Background: an optimization exercise with open tools, aiming at small area and a short achievable clock period. Do not read the settings as production practice.
RTL that was checked went through simulation tests only; none was proved equivalent to the original.
No activity file was given, so power comes from the tool's default toggle rates. No driver is modelled on the clock port, so clocking that relies on it looks cheaper here than on a real chip.

JK:
## mem_stage
module mem_stage #(
   parameter int DEPTH = 64,
   parameter int BASE_ADDR = DEF_BASE_ADDR
) (
   input  logic                  clk,
   input  logic                  rst,
   input  logic                  wb_en_in,
   input  logic                  mem_read_en_in,
   input  logic                  mem_write_en_in,
   input  logic [WORD_W-1:0]     alu_res_in,
   input  logic [WORD_W-1:0]     val_Rm_in,
   input  logic [REG_ADDR_W-1:0] dest_in,
   output logic                  ready,
   output logic                  wb_en,
   output logic                  mem_read_en,
   output logic [WORD_W-1:0]     alu_res,
   output logic [WORD_W-1:0]     mem_data,
   output logic [REG_ADDR_W-1:0] dest,
   output logic                  addr_err
);
   localparam int AW = $clog2(DEPTH);
   localparam int SP = 4;
   localparam int NT = DEPTH / SP;
   logic busy, s1, s2, s3, s4, done, done_n, acc;
   logic req, in_range, wr_q, ok_q, wacc_q, wacc_n, hit_n;
   logic [AW-1:0] phase, u;
   logic [NT-1:0] tap_q, tap_n, we, keep_q;
   logic [SP-1:0] hit_q;
   logic [WORD_W-1:0] rdata, hold, word;
   assign req = mem_read_en_in | mem_write_en_in;
   assign ready = ~(acc | (done_n & req));
   assign wb_en = wb_en_in & ready;
   assign mem_read_en = mem_read_en_in & done;    
   assign alu_res = alu_res_in;
   assign dest = dest_in;
   assign in_range = alu_res_in[WORD_W-1:AW+2] == (WORD_W-AW-2)'(BASE_ADDR >> (AW + 2));
   assign wacc_n = (~busy & mem_write_en_in & in_range) | (wacc_q & ~s4);
   always_ff @(posedge clk or negedge rst)
      if (!rst) begin
         {busy, s1, s2, s3, s4, done, acc} <= '0;
         done_n <= 1'b1;
         wacc_q <= 1'b0;
  ...
Size in the first run: roughly 2200 flip-flops, ~150 I/O pins, about 54000 um^2 of cells after synthesis.
Settings: LEC_CHECK=0, ABC_CLOCK_PERIOD_IN_PS=2000, CAP_MARGIN=20, CORE_MARGIN=2, CORE_UTILIZATION=80, PLACE_DENSITY=0.85, SETUP_SLACK_MARGIN=1.9, SLEW_MARGIN=20; clock period 4.0 ns.
standard.sh (not shown) runs the stock make flow with config.mk's settings and CLKGATE_MAP_FILE= SYNTH_SCRIPT=/design/flow/synth_recipe.tcl, a recipe that flattens the netlist after the stock synthesis.
==> flow/flow/run.sh <==
#!/bin/bash
# Layout flow: the standard ORFS flow (standard.sh, unchanged synthesis),
# with the port buffers made plain buffers and clock tree synthesis run
# without dummy loads. Each tool's output goes to standard.log here.
set -euo pipefail
bash standard.sh \
   "BUFFER_PORTS_ARGS=-buffer_cell sky130_fd_sc_hd__buf_2" \
   "CTS_ARGS=-sink_clustering_enable -repair_clock_nets -dont_use_dummy_load -sink_clustering_size 30 -sink_clustering_max_diameter 60" \
   finish > standard.log 2>&1
Inputs modified between JK and MS:
Settings: CORE_UTILIZATION: 80 -> 75; SLEW_MARGIN: 20 -> 10; PLACE_DENSITY: 0.85 -> 0.8; CAP_MARGIN: 20 -> 10.
Results
Between JK and MS, vias per cell decreased. [compare] base=JK new=MS: worst hold slack grew by 31 ps, global-route usage shrank by 5.3 points. Looking at MS and JK, the design area is a wash. Compared with JK, MS shows a higher setup slack. The estimated power of MS ends up lower than the estimate for JK. On non-clock buffer contribution to total cell area, the lower figure sits with MS, not JK. Side by side, clock skew turned out lower in MS than in JK.
Here is what was changed in the inputs of AL compared with MS.
Settings: SLEW_MARGIN: 10 -> 20; CAP_MARGIN: 10 -> 20; SETUP_SLACK_MARGIN: 1.9 -> 1.7.
==> comparison <==
Worst setup slack delta (AL − MS): unfavourable. All of MS and AL finish clean. AL vs. MS: die width roughly the same; largest net degree at the start of global routing grew by 18%; routed wire length higher; global-route wire length before repair went up 0.40%. On number of vias after detailed routing, MS tracks AL almost exactly. Relative to MS, the final cell area reported for AL is lower. AL -> MS: clock sink count delta 0, exact match.
Input changes introduced in TR (baseline for comparison: AL):
Settings: SETUP_SLACK_MARGIN now 1.9, was 1.7.
Notes after the runs:
Measured against each other, AL and TR differ in arrival time at the worst endpoint, the lower figure coming from TR.
Share of layout cells above drive strength 1: TR > AL
Summary — delay of the slowest cell on the worst path, TR relative to AL: lower, by 690 ps.
Comparing AL against TR, there is no change at all in area share of and/or/nand/nor cells after synthesis.
TR ends up with a largest voltage drop on the vdd net that is 7.7% higher than in AL.
Summary: worst setup slack after placement, TR better than AL
Detailed-routing iteration count for the pre-antenna-repair pass for TR is lower than for AL.
AL ended up with tap_q[7] as its launch point of the worst path; TR ended up with mem_write_en_in.
Looking at detailed-route wire length, TR sits about 1% below AL.
Against AL, TR reports a global-route wire length before repair that is lower.
Compared with AL, in TR sequential cell fraction of total power fell by 0.2 points; core utilization rose by 0.31 points.
diff inputs: TR => PW
Settings: a change of SETUP_SLACK_MARGIN from 1.9 to 2.1.
[summary]
- The power in the clock group on TR is in line with that on PW.
- On register share of the cell area: between PW and TR, it ends up lower for PW.
- Global-route wire length before repair: lower on TR

---

lane 1:
The RTL this note starts from:
==> flow/design.v <==
package mem_pkg;
   localparam int WORD_W = 32;
   localparam int REG_ADDR_W = 4;
   localparam int DEF_BASE_ADDR = 1024;
endpackage
import mem_pkg::*;
module data_mem #(
   parameter int DEPTH = 64,
   parameter int AW = 6,
   parameter int SP = 4
) (
   input  logic              clk,
   input  logic              we,      
   input  logic [AW-1:0]     pos,     
   input  logic [WORD_W-1:0] wdata,
   output logic              hit,     
   output logic [WORD_W-1:0] rdata    
);
   localparam int NT = DEPTH / SP;
   localparam int TW = AW - $clog2(SP);
   logic [DEPTH-1:0][WORD_W-1:0] ring;
   logic [NT-1:0][WORD_W-1:0] taps;
   logic [TW-1:0] sel;
   assign hit = pos[$clog2(SP)-1:0] == '0;
   assign sel = pos[AW-1:$clog2(SP)];
   for (genvar i = 0; i < DEPTH; i++) begin : g_ring
      if (i % SP == 0) begin : g_tap
         assign taps[i / SP] = ring[(i + DEPTH - 1) % DEPTH];
         always_ff @(posedge clk)
            ring[i] <= (we && hit && sel == TW'(i / SP)) ? wdata : ring[(i + DEPTH - 1) % DEPTH];
      end else begin : g_shift
         always_ff @(posedge clk)
            ring[i] <= ring[i - 1];
      end
   end
   assign rdata = taps[sel];
endmodule
import mem_pkg::*;
module mem_stage #(
   parameter int DEPTH = 64,
   parameter int BASE_ADDR = DEF_BASE_ADDR
) (
   input  logic                  clk,
   input  logic                  rst,
   input  logic                  wb_en_in,
   input  logic                  mem_read_en_in,
   input  logic                  mem_write_en_in,
   input  logic [WORD_W-1:0]     alu_res_in,
   input  logic [WORD_W-1:0]     val_Rm_in,
   input  logic [REG_ADDR_W-1:0] dest_in,
   output logic                  ready,
   output logic                  wb_en,
   output logic                  mem_read_en,
   output logic [WORD_W-1:0]     alu_res,
   output logic [WORD_W-1:0]     mem_data,
   output logic [REG_ADDR_W-1:0] dest,
   output logic                  addr_err
);
   localparam int AW = $clog2(DEPTH);
   logic idle, s1, s2, s3, s4, done;
   logic req, acc, wr_q, ok_q, in_range, hit;
   logic [AW-1:0] phase, pos;
   logic [WORD_W-1:0] rdata, hold, word;
   assign req = mem_read_en_in | mem_write_en_in;
   assign ready = done | (idle & ~req);
   assign wb_en = wb_en_in & ready;
   assign mem_read_en = mem_read_en_in & ready;
   assign alu_res = alu_res_in;
   assign dest = dest_in;
   assign acc = s1 | s2 | s3 | s4;
   assign in_range = alu_res_in[WORD_W-1:AW+2] == (WORD_W-AW-2)'(BASE_ADDR >> (AW + 2));
   always_ff @(posedge clk or negedge rst)
      if (!rst) begin
         idle <= 1'b1;
         {s1, s2, s3, s4, done} <= '0;
         addr_err <= 1'b0;
      end else begin
         idle <= (idle & ~req) | done;
         s1 <= idle & req;
         s2 <= s1;
         s3 <= s2;
         s4 <= s3;
         done <= s4;
         if (s4 && !ok_q) addr_err <= 1'b1;
      end
   always_ff @(posedge clk)
      phase <= phase + AW'(1);
   always_ff @(posedge clk)
      if (idle) begin
         pos <= alu_res_in[AW+1:2] + phase + AW'(2);
         wr_q <= mem_write_en_in;
         ok_q <= in_range;
      end else begin
         pos <= pos + AW'(1);
      end
   data_mem #(.DEPTH(DEPTH), .AW(AW)) u_mem (
      .clk(clk),
      .we(acc & wr_q & ok_q),
      .pos(pos),
      .wdata(val_Rm_in),
      .hit(hit),
      .rdata(rdata)
   );
   assign word = hit ? rdata : hold;
   always_ff @(posedge clk)
      hold <= word;
   always_ff @(posedge clk or negedge rst)
      if (!rst) mem_data <= '0;
      else if (s4 && !wr_q) mem_data <= ok_q ? word : '0;
endmodule
clock: 4.0 ns
lec_check: 0
abc_clock_period_in_ps: 2000
cap_margin: 20
core_margin: 2
core_utilization: 65
cts_cluster_diameter: 100
cts_cluster_size: 30
place_density: 0.75
setup_slack_margin: 2.0
slew_margin: 20
run.sh (not shown) runs the stock make flow with config.mk's settings and CLKGATE_MAP_FILE= SYNTH_SCRIPT=/design/flow/synth_recipe.tcl, a recipe that flattens the netlist after the stock synthesis.
Stock flow here: none of the scripts above is used.
Lane 1: PASS, flow complete, no timing, DRC or antenna violations
Setup changes, lane 1 to lane 2
==> flow/config.mk <==
export PLATFORM = sky130hd
export DESIGN_NAME = mem_stage
export DESIGN_NICKNAME = mem_stage
export VERILOG_FILES = /design/flow/design.v
export SDC_FILE = /design/flow/constraint.sdc
export NUM_CORES = 4
export LEC_CHECK = 0
export CAP_MARGIN = 20
export CORE_MARGIN = 2
export CORE_UTILIZATION = 40
export PLACE_DENSITY = 0.6
export SLEW_MARGIN = 20
--- outcome ---
Lane 2 | status: complete | timing, DRC, antenna: pass. Lane 1 ended with every stage complete and zero timing, DRC or antenna violations. Changes observed in lane 2 relative to lane 1: shortest clock period the worst path allows after layout picked up an extra 0.73 ns, total power picked up an extra 8.7 mW, fmax lost about 23%, synthesized area neither gained nor lost much. Against lane 1 as the reference, lane 2 delivers a lower portion of total power attributed to sequential cells.
The following lists how lane 3 was set up differently from lane 2:
--- a/flow/config.mk
+++ b/flow/config.mk
@@ -8,5 +8,6 @@
 export CAP_MARGIN = 20
 export CORE_MARGIN = 2
-export CORE_UTILIZATION = 40
-export PLACE_DENSITY = 0.6
+export CORE_UTILIZATION = 65
+export PLACE_DENSITY = 0.75
+export SETUP_SLACK_MARGIN = 2.0
 export SLEW_MARGIN = 20
Notes after the runs:
[compare] base=lane 2 new=lane 3: global-route usage went up 17 points; setup slack of the worst register-to-register path went up 0.65 ns; global routing met1 resource utilization went up 18 points.

---

mem_stage, a different RTL version from the one above (not shown whole).
Size: about 2,200 flip-flops, roughly 150 I/O pins.
Settings: LEC_CHECK=0, ABC_CLOCK_PERIOD_IN_PS=2000, CAP_MARGIN=20, CORE_MARGIN=2, CORE_UTILIZATION=65, CTS_CLUSTER_DIAMETER=80, CTS_CLUSTER_SIZE=25, PLACE_DENSITY=0.75, SETUP_SLACK_MARGIN=1.9, SLEW_MARGIN=20; clock period 4.0 ns.
The baseline passed the timing, DRC and antenna checks.
Edit:
==> flow/flow/run.sh (new file) <==
#!/bin/bash
# Layout flow: the standard ORFS flow (standard.sh, unchanged synthesis),
# with the port buffers made plain buffers and clock tree synthesis run
# without dummy loads. Each tool's output goes to standard.log here.
set -euo pipefail
bash standard.sh \
   "BUFFER_PORTS_ARGS=-buffer_cell sky130_fd_sc_hd__buf_2" \
   "CTS_ARGS=-sink_clustering_enable -repair_clock_nets -dont_use_dummy_load -sink_clustering_size 25 -sink_clustering_max_diameter 80" \
   finish > standard.log 2>&1
==> flow/standard.sh (new file) <==
#!/bin/bash
# synth_recipe.tcl (not shown) runs the flow's synth.tcl, then flattens the netlist and writes it again
# the make line also repeats each setting of config.mk as NAME=value (left out here)
make -C /OpenROAD-flow-scripts/flow DESIGN_CONFIG=/design/flow/config.mk WORK_HOME=/design/flow/orfs CLKGATE_MAP_FILE= SYNTH_SCRIPT=/design/flow/synth_recipe.tcl "${@:-finish}"
--- a/flow/config.mk
+++ b/flow/config.mk
@@ -10,6 +10,4 @@
 export CORE_MARGIN = 2
 export CORE_UTILIZATION = 65
-export CTS_CLUSTER_DIAMETER = 80
-export CTS_CLUSTER_SIZE = 25
 export PLACE_DENSITY = 0.75
 export SETUP_SLACK_MARGIN = 1.9
removed: flow/run.sh
What happened: Sequential power is about the same. Clock power drops by about 4%. Sequential share of layout area is higher by 0.99 points. Die area does not change. Synthesized area is unchanged. Non-clock buffer count is lower by 30. Worst hold slack gets worse by 33 ps. Final cell count fell by 1.3%. Total power fell by 1.4%.
No run of this note included a check of the RTL's function; only the layout flow was run.

---

mem_stage, a different RTL version from the one above (not shown whole).
Size: about 3,400 cells after synthesis, about 2,100 flip-flops, about 150 I/O pins, about 54,000 um^2 of cells after synthesis.
export LEC_CHECK = 0
export ABC_CLOCK_PERIOD_IN_PS = 2000
export CAP_MARGIN = 20
export CORE_MARGIN = 2
export CORE_UTILIZATION = 75
export PLACE_DENSITY = 0.8
export SETUP_SLACK_MARGIN = 1.9
export SLEW_MARGIN = 20
create_clock -name core_clock -period 4.0 [get_ports {clk}]
standard.sh (not shown) runs the stock make flow with config.mk's settings and CLKGATE_MAP_FILE= SYNTH_SCRIPT=/design/flow/synth_recipe.tcl, a recipe that flattens the netlist after the stock synthesis.
==> flow/flow/run.sh <==
#!/bin/bash
# Layout flow: the standard ORFS flow (standard.sh, unchanged synthesis),
# with the port buffers made plain buffers and clock tree synthesis run
# without dummy loads. Each tool's output goes to standard.log here.
set -euo pipefail
bash standard.sh \
   "BUFFER_PORTS_ARGS=-buffer_cell sky130_fd_sc_hd__buf_2" \
   "CTS_ARGS=-sink_clustering_enable -repair_clock_nets -dont_use_dummy_load -sink_clustering_size 30 -sink_clustering_max_diameter 60" \
   finish > standard.log 2>&1
The first run ran to the end with no violations.
Change:
--- a/flow/flow/run.sh
+++ b/flow/flow/run.sh
@@ -7,3 +7,3 @@
    "BUFFER_PORTS_ARGS=-buffer_cell sky130_fd_sc_hd__buf_2" \
-   "CTS_ARGS=-sink_clustering_enable -repair_clock_nets -dont_use_dummy_load -sink_clustering_size 30 -sink_clustering_max_diameter 60" \
+   "CTS_ARGS=-sink_clustering_enable -repair_clock_nets -dont_use_dummy_load -sink_clustering_size 25 -sink_clustering_max_diameter 80" \
    finish > standard.log 2>&1
Settings changed: CORE_UTILIZATION 75 to 65, PLACE_DENSITY 0.8 to 0.75.
=> Via count drops by 1.0%. Worst setup slack gets worse by 0.030 ns. Global-route usage went down by 4.5 points. Clock-buffer cell count rises by 6.

## port drivers added, routing unchanged
The flow's constraints put no driver on any port. The routed layouts listed below were extracted and timed again, unchanged, in two steps.
Step 1 (the two cells are an assumption about what drives the block):
set clk [get_ports {clk}]
set_driving_cell -lib_cell sky130_fd_sc_hd__clkbuf_16 $clk
set_driving_cell -lib_cell sky130_fd_sc_hd__buf_2 [delete_from_list [all_inputs] $clk]
Step 2 times the ports against the registers' clock, not the clock port: input delays grow and output delays shrink by t, the midpoint of the rising clock arrivals with the driver on.
a / b / c = no drivers / after step 1 / after step 2; a / b = the first two.
run | t, ns | setup slack, ns | worst register clock-pin slew, ns | worst slew at a driven data input, ns | pins driven straight from the clock port
JK | 0.737 | 1.624 / 1.580 / 1.124 | 0.12 / 0.12 | 0.16 | 1
MS | 0.720 | 1.660 / 1.596 / 1.300 | 0.11 / 0.11 | 0.15 | 1
AL | 0.730 | 1.641 / 1.624 / 1.176 | 0.11 / 0.11 | 0.20 | 1
TR | 0.721 | 1.661 / 1.601 / 1.300 | 0.11 / 0.11 | 0.14 | 1
PW | 0.736 | 1.666 / 1.595 / 1.199 | 0.11 / 0.11 | 0.18 | 1
lane 1 | 0.736 | 1.610 / 1.546 / 1.418 | 0.12 / 0.12 | 0.18 | 1
lane 2 | 0.861 | 0.878 / 0.809 / 0.940 | 0.07 / 0.07 | 0.13 | 1
lane 3 | 0.851 | 1.513 / 1.442 / 1.380 | 0.08 / 0.08 | 0.16 | 1
the first run of note 3 | 0.737 | 1.568 / 1.509 / 0.863 | 0.10 / 0.10 | 0.10 | 1
the second run of note 3 | 0.705 | 1.636 / 1.583 / 1.034 | 0.10 / 0.10 | 0.09 | 1
the first run of note 4 | 0.712 | 1.668 / 1.602 / 1.247 | 0.11 / 0.11 | 0.09 | 1
the second run of note 4 | 0.716 | 1.638 / 1.572 / 1.100 | 0.10 / 0.10 | 0.09 | 1
After both steps every run listed still meets setup and hold. The setup slack of the first run of note 3, which loses most, moves by -0.059 ns with the drivers and by -0.705 ns with both steps.
